Background: an optimization exercise with open tools, aiming at small area. Do not read the settings as production practice.
Function was checked by simulation only, so behaviour that the tests miss may differ from the original.
Power and IR drop assume default switching activity.

## job 4098
## pg_top
module pg_top #(
    parameter int phase_slots = 32
) (
    input  logic       i_EMUCLK,
    input  logic       i_rst,
    input  logic [6:0] i_kc,
    input  logic [5:0] i_kf,
    input  logic [2:0] i_dt1,
    input  logic [3:0] i_mul,
    input  logic       i_phase_rst,
    output logic [9:0] o_phase,
    output logic [4:0] o_eg_shift
);
    logic [fnum_base_w-1:0] fbase;
    logic [5:0]             fhalf;
    logic [fnum_base_w-1:0] fnum_s1;
    logic [4:0]             det_mag;
    logic                   det_neg;
    logic [fnum_base_w-1:0] base_s1;
    logic [5:0]             half_s1;
    logic [4:0]             mag_s1;
    logic                   neg_s1;
    logic [3:0]             mul_s1, mul_s2;
    logic                   prst_s1, prst_s2;
    logic [4:0]             shift_s1, shift_s2, shift_s3, shift_s4;
    logic [pdelta_w-1:0]    shifted;
    logic [pdelta_w-1:0]    sum_s2;
    logic                   eg_live;
    pg_fnum_path u_fnum_path (
        .i_kc   (i_kc),
        .i_kf   (i_kf),
        .o_base (fbase),
        .o_half (fhalf)
    );
    pg_detune_path u_detune_path (
        .i_kc  (i_kc),
        .i_dt1 (i_dt1),
        .o_mag (det_mag),
        .o_neg (det_neg)
    );
    assign fnum_s1 = base_s1 + {6'b0, half_s1};
    logic [13:0]            sh1;
    logic [15:0]            sh2;
    logic [18:0]            sh4;
    assign sh1     = shift_s1[2] ? {1'b0, fnum_s1, 1'b0} : {2'b0, fnum_s1};
    assign sh2     = shift_s1[3] ? {sh1, 2'b0} : {2'b0, sh1};
    assign sh4     = shift_s1[4] ? {sh2[14:0], 4'b0} : {3'b0, sh2};
    assign shifted = sh4[18:2];
    logic [5:0]             det_lo;
    logic                   det_up, det_dn;
    logic [11:0]            det_hi;
    assign det_lo = {1'b0, shifted[4:0]} + {1'b0, mag_s1 ^ {5{neg_s1}}} + {5'b0, neg_s1};
    assign det_up = det_lo[5] & ~neg_s1;
    assign det_dn = neg_s1 & ~det_lo[5];
    always_comb begin
        for (int i = 0; i < 12; i++) begin
            det_hi[i] = shifted[5+i] ^ ((det_up & (&(shifted[16:5] | (12'hfff << i))))
                                      | (det_dn & ~(|(shifted[16:5] & ~(12'hfff << i)))));
        end
  ...
export LEC_CHECK = 0
export CAP_MARGIN = 20
export CORE_MARGIN = 2
export CORE_UTILIZATION = 70
export SLEW_MARGIN = 20
create_clock -name core_clock -period 5.0 [get_ports {i_EMUCLK}]
standard.sh (not shown) runs the stock make flow with config.mk's settings and CLKGATE_MAP_FILE= SYNTH_SCRIPT=/design/flow/synth_recipe.tcl, a recipe that flattens the netlist after the stock synthesis.
==> flow/flow/run.sh <==
#!/bin/bash
# The standard layout, with a leaner clock tree (no dummy loads, larger
# sink clusters) and the smallest buffer on each port. The tools' own logs
# stay under orfs/logs; make's output goes to standard.log.
set -u
export CTS_ARGS="-sink_clustering_enable -repair_clock_nets -dont_use_dummy_load -sink_clustering_size 30 -sink_clustering_max_diameter 60 -buf_list sky130_fd_sc_hd__clkbuf_16"
export BUFFER_PORTS_ARGS="-buffer_cell sky130_fd_sc_hd__buf_1"
bash standard.sh > standard.log 2>&1
Job 4098 reached the end of the flow, and the finished layout is clean on the timing, design-rule and antenna checks.
Here is what was changed in the inputs of job 635 compared with job 4098.
diff --git a/flow/flow/run.sh b/flow/flow/run.sh
--- a/flow/flow/run.sh
+++ b/flow/flow/run.sh
@@ -6 +6 @@
-export CTS_ARGS="-sink_clustering_enable -repair_clock_nets -dont_use_dummy_load -sink_clustering_size 30 -sink_clustering_max_diameter 60 -buf_list sky130_fd_sc_hd__clkbuf_16"
+export CTS_ARGS="-sink_clustering_enable -repair_clock_nets -dont_use_dummy_load -sink_clustering_size 20 -sink_clustering_max_diameter 60 -buf_list sky130_fd_sc_hd__clkbuf_8"
Notes after the runs:
For job 635, the last element of the critical path was u_phase_accum.ring[0][19], unlike job 4098, where it was u_phase_accum.ring[0][17].
Diff job 4098 -> job 635: count of clock-buffer cells in the layout went up 9; part of the power in the clock network went down 2.9 points; setup TNS held; smallest setup slack after layout went up 99 ps; sequential share of layout area went up 0.93 points.
Core utilization: job 635 lower than job 4098
Input changes introduced in job 3911 (baseline for comparison: job 635):
- GPL_TIMING_DRIVEN now 0, previously not set
==> comparison <==
- Going from job 635 to job 3911, the portion of total power attributed to the clock network was found to have gone down by 0.5 points.
- Diff job 635 -> job 3911: max-slew headroom at the worst pin decreased 2.0 points; initial antenna violation count increased 1; count of clock buffers in the final design decreased 2.3%.
- The combinational group share of total power in job 3911 was higher than what job 635 gave.
- Total detailed-routing wirelength of job 3911 exceeds that of job 635 by more than 10%.

---

Setup of v6:
Another version of the RTL of pg_top (not shown whole).
Size: roughly 710 flip-flops, about 38 I/O pins, roughly 20000 sq um of cells after synthesis.
clock: 5.0 ns
lec_check: 0
cap_margin: 20
core_margin: 2
core_utilization: 70
slew_margin: 20
==> flow/flow/run.sh <==
#!/bin/bash
# The standard layout, with a leaner clock tree (no dummy loads, larger
# sink clusters) and the smallest buffer on each port. The tools' own logs
# stay under orfs/logs; make's output goes to standard.log.
set -u
export CTS_ARGS="-sink_clustering_enable -repair_clock_nets -dont_use_dummy_load -sink_clustering_size 20 -sink_clustering_max_diameter 60 -buf_list sky130_fd_sc_hd__clkbuf_8"
export BUFFER_PORTS_ARGS="-buffer_cell sky130_fd_sc_hd__buf_1"
bash standard.sh > standard.log 2>&1
The flow did not stop early for v6: all stages ran, and the layout cleared the timing, design-rule and antenna checks.
Inputs modified between v6 and v7:
# v6
export LEC_CHECK = 0
export CAP_MARGIN = 20
export CORE_MARGIN = 2
export CORE_UTILIZATION = 70
export SLEW_MARGIN = 20
create_clock -name core_clock -period 5.0 [get_ports {i_EMUCLK}]
# v7
export LEC_CHECK = 0
export CAP_MARGIN = 20
export CORE_MARGIN = 2
export CORE_UTILIZATION = 80
export GPL_TIMING_DRIVEN = 0
export SLEW_MARGIN = 20
create_clock -name core_clock -period 5.0 [get_ports {i_EMUCLK}]
--- outcome ---
Of v6 and v7, just one finished clean: v6.
Diff v6..v7 | number of buffers added to fix hold violations after cts | unchanged
In the flow results for v6 and v7, the number of cells upsized or downsized after cts is larger on v7.
Summary — starting utilization of the core area, v7 relative to v6: higher, by 10 points.
Delta (v7 minus v6): number of buffers added by the clock tree synthesis step fell 4.5%, placed cell area fell 550 sq um.
The higher weighted congestion reported at the end of routability-driven placement came out of v7.
Total number of H-tree levels: v7 vs v6 identical
The estimated wirelength of the detail-placed design of v7 was inferior to that of v6.
~same count of mapped cells out of synthesis in v6 and v7

---

pg_top again, from the RTL that the note above started with.
clock: 5.0 ns
lec_check: 0
cap_margin: 20
core_margin: 2
core_utilization: 60
gpl_timing_driven: 0
slew_margin: 20
Scripts as last shown in full above: flow/flow/run.sh
The starting point went through all stages and came out clean.
Next try:
--- a/flow/flow/run.sh
+++ b/flow/flow/run.sh
@@ -6 +6 @@
-export CTS_ARGS="-sink_clustering_enable -repair_clock_nets -dont_use_dummy_load -sink_clustering_size 20 -sink_clustering_max_diameter 60 -buf_list sky130_fd_sc_hd__clkbuf_8"
+export CTS_ARGS="-sink_clustering_enable -repair_clock_nets -dont_use_dummy_load -sink_clustering_size 16 -sink_clustering_max_diameter 50 -buf_list {sky130_fd_sc_hd__clkbuf_4 sky130_fd_sc_hd__clkbuf_8}"
Settings changed: CORE_UTILIZATION 60 to 70.
Flip-flop and latch count does not change.
Power is higher by about 3%.
Routed wire length grows by 14%.
Clock power rose by about 10%.
Worst setup slack is worse by 0.081 ns.
Clock skew is about the same.

---

run 1:
Another version of the RTL of pg_top (not shown whole).
Size: about 1,500 cells after synthesis, roughly 38 I/O pins, ~20,000 µm² of cells after synthesis.
export LEC_CHECK = 0
export CAP_MARGIN = 20
export CORE_MARGIN = 2
export CORE_UTILIZATION = 70
export GPL_TIMING_DRIVEN = 0
export PLACE_DENSITY = 0.85
export SLEW_MARGIN = 20
create_clock -name core_clock -period 5.0 [get_ports {i_EMUCLK}]
==> flow/flow/run.sh <==
#!/bin/bash
# The standard layout, with a leaner clock tree (no dummy loads, larger
# sink clusters) and the smallest buffer on each port. The tools' own logs
# stay under orfs/logs; make's output goes to standard.log.
set -u
export CTS_ARGS="-sink_clustering_enable -repair_clock_nets -dont_use_dummy_load -sink_clustering_size 20 -sink_clustering_max_diameter 60 -buf_list sky130_fd_sc_hd__clkbuf_8"
export BUFFER_PORTS_ARGS="-buffer_cell sky130_fd_sc_hd__buf_1"
bash standard.sh > standard.log 2>&1
Relative to run 1, the following input files were edited for run 2:
- clearing PLACE_DENSITY, which used to be 0.85
Findings:
Sort run 1 and run 2 by setup slack of the critical path after layout, ascending, and run 1 comes first. The critical setup path kind comes out register to register in one run and primary input to register in the other, namely in run 2 and run 1 respectively. For run 2, the capturing instance or port of the critical path was u_phase_accum.ring[0][18]$_SDFF_PP0_, unlike run 1, where it was flo_s1[5]$_DFF_P_. There was hardly any difference in placed standard-cell area between run 2 and run 1. Having completed the whole flow, run 2 delivered a layout that passed the timing, design-rule and antenna checks. Summary of run 2 over run 1: register-to-register slack stayed essentially flat; total number of cells along the worst setup path went down; total setup buffers inserted after CTS saw a decrease; final cell count shows no meaningful change. Diff run 1 -> run 2 | post-route minimum period | decrease of 0.036 ns.
--- input diff run 2..run 3 ---
==> flow/flow/run.sh <==
#!/bin/bash
# The standard layout, with a leaner clock tree (no dummy loads, larger
# sink clusters) and the smallest buffer on each port. The tools' own logs
# stay under orfs/logs; make's output goes to standard.log.
set -u
export CTS_ARGS="-sink_clustering_enable -repair_clock_nets -dont_use_dummy_load -sink_clustering_size 22 -sink_clustering_max_diameter 50 -buf_list sky130_fd_sc_hd__clkbuf_8"
export BUFFER_PORTS_ARGS="-buffer_cell sky130_fd_sc_hd__buf_1"
bash standard.sh > standard.log 2>&1
From run 2 to run 3, instance count of the mapped netlist did not move at all. Time the final worst path needs with I/O delays and setup ended up 0.074 ns higher on run 3 than on run 2. Summary of run 3 over run 2: layout overhead on the synthesized area now sits higher; multi-input logic portion of the cell area stayed essentially flat.

-- separate check: timing with driven ports --
Ports are ideal in the flow. The routed layouts listed here were re-timed in OpenROAD. Step 1, drivers: a clkbuf_16 drives i_EMUCLK and a buf_2 each remaining input, both assumed. Step 2 times the ports against the registers' clock, not the clock port: input delays grow and output delays shrink by t, the midpoint of the rising clock arrivals with the driver on. Slacks: ideal / step 1 / step 2; pairs: ideal / step 1.
run | t (ns) | slack for setup (ns) | slew at the worst register clock pin (ns)
job 4098 | 0.560 | 0.164 / 0.164 / 0.164 | 0.11 / 0.11
job 635 | 0.586 | 0.262 / 0.262 / 0.262 | 0.12 / 0.12
job 3911 | 0.598 | 0.079 / 0.079 / -0.057 | 0.12 / 0.12
v6 | 0.603 | 0.218 / 0.242 / -0.361 | 0.12 / 0.12
the first run of note 3 | 0.634 | 0.198 / 0.226 / -0.408 | 0.12 / 0.12
the second run of note 3 | 0.619 | 0.117 / 0.144 / -0.476 | 0.10 / 0.10
run 1 | 0.613 | 0.152 / 0.178 / -0.436 | 0.12 / 0.12
run 2 | 0.598 | 0.188 / 0.188 / -0.369 | 0.11 / 0.11
run 3 | 0.606 | 0.114 / 0.114 / -0.427 | 0.12 / 0.12
With both steps, setup timing fails in 7 of these runs, where it was met with ideal ports. The setup slack of the first run of note 3, which loses most, moves by +0.028 ns with the drivers and by -0.606 ns with both steps.
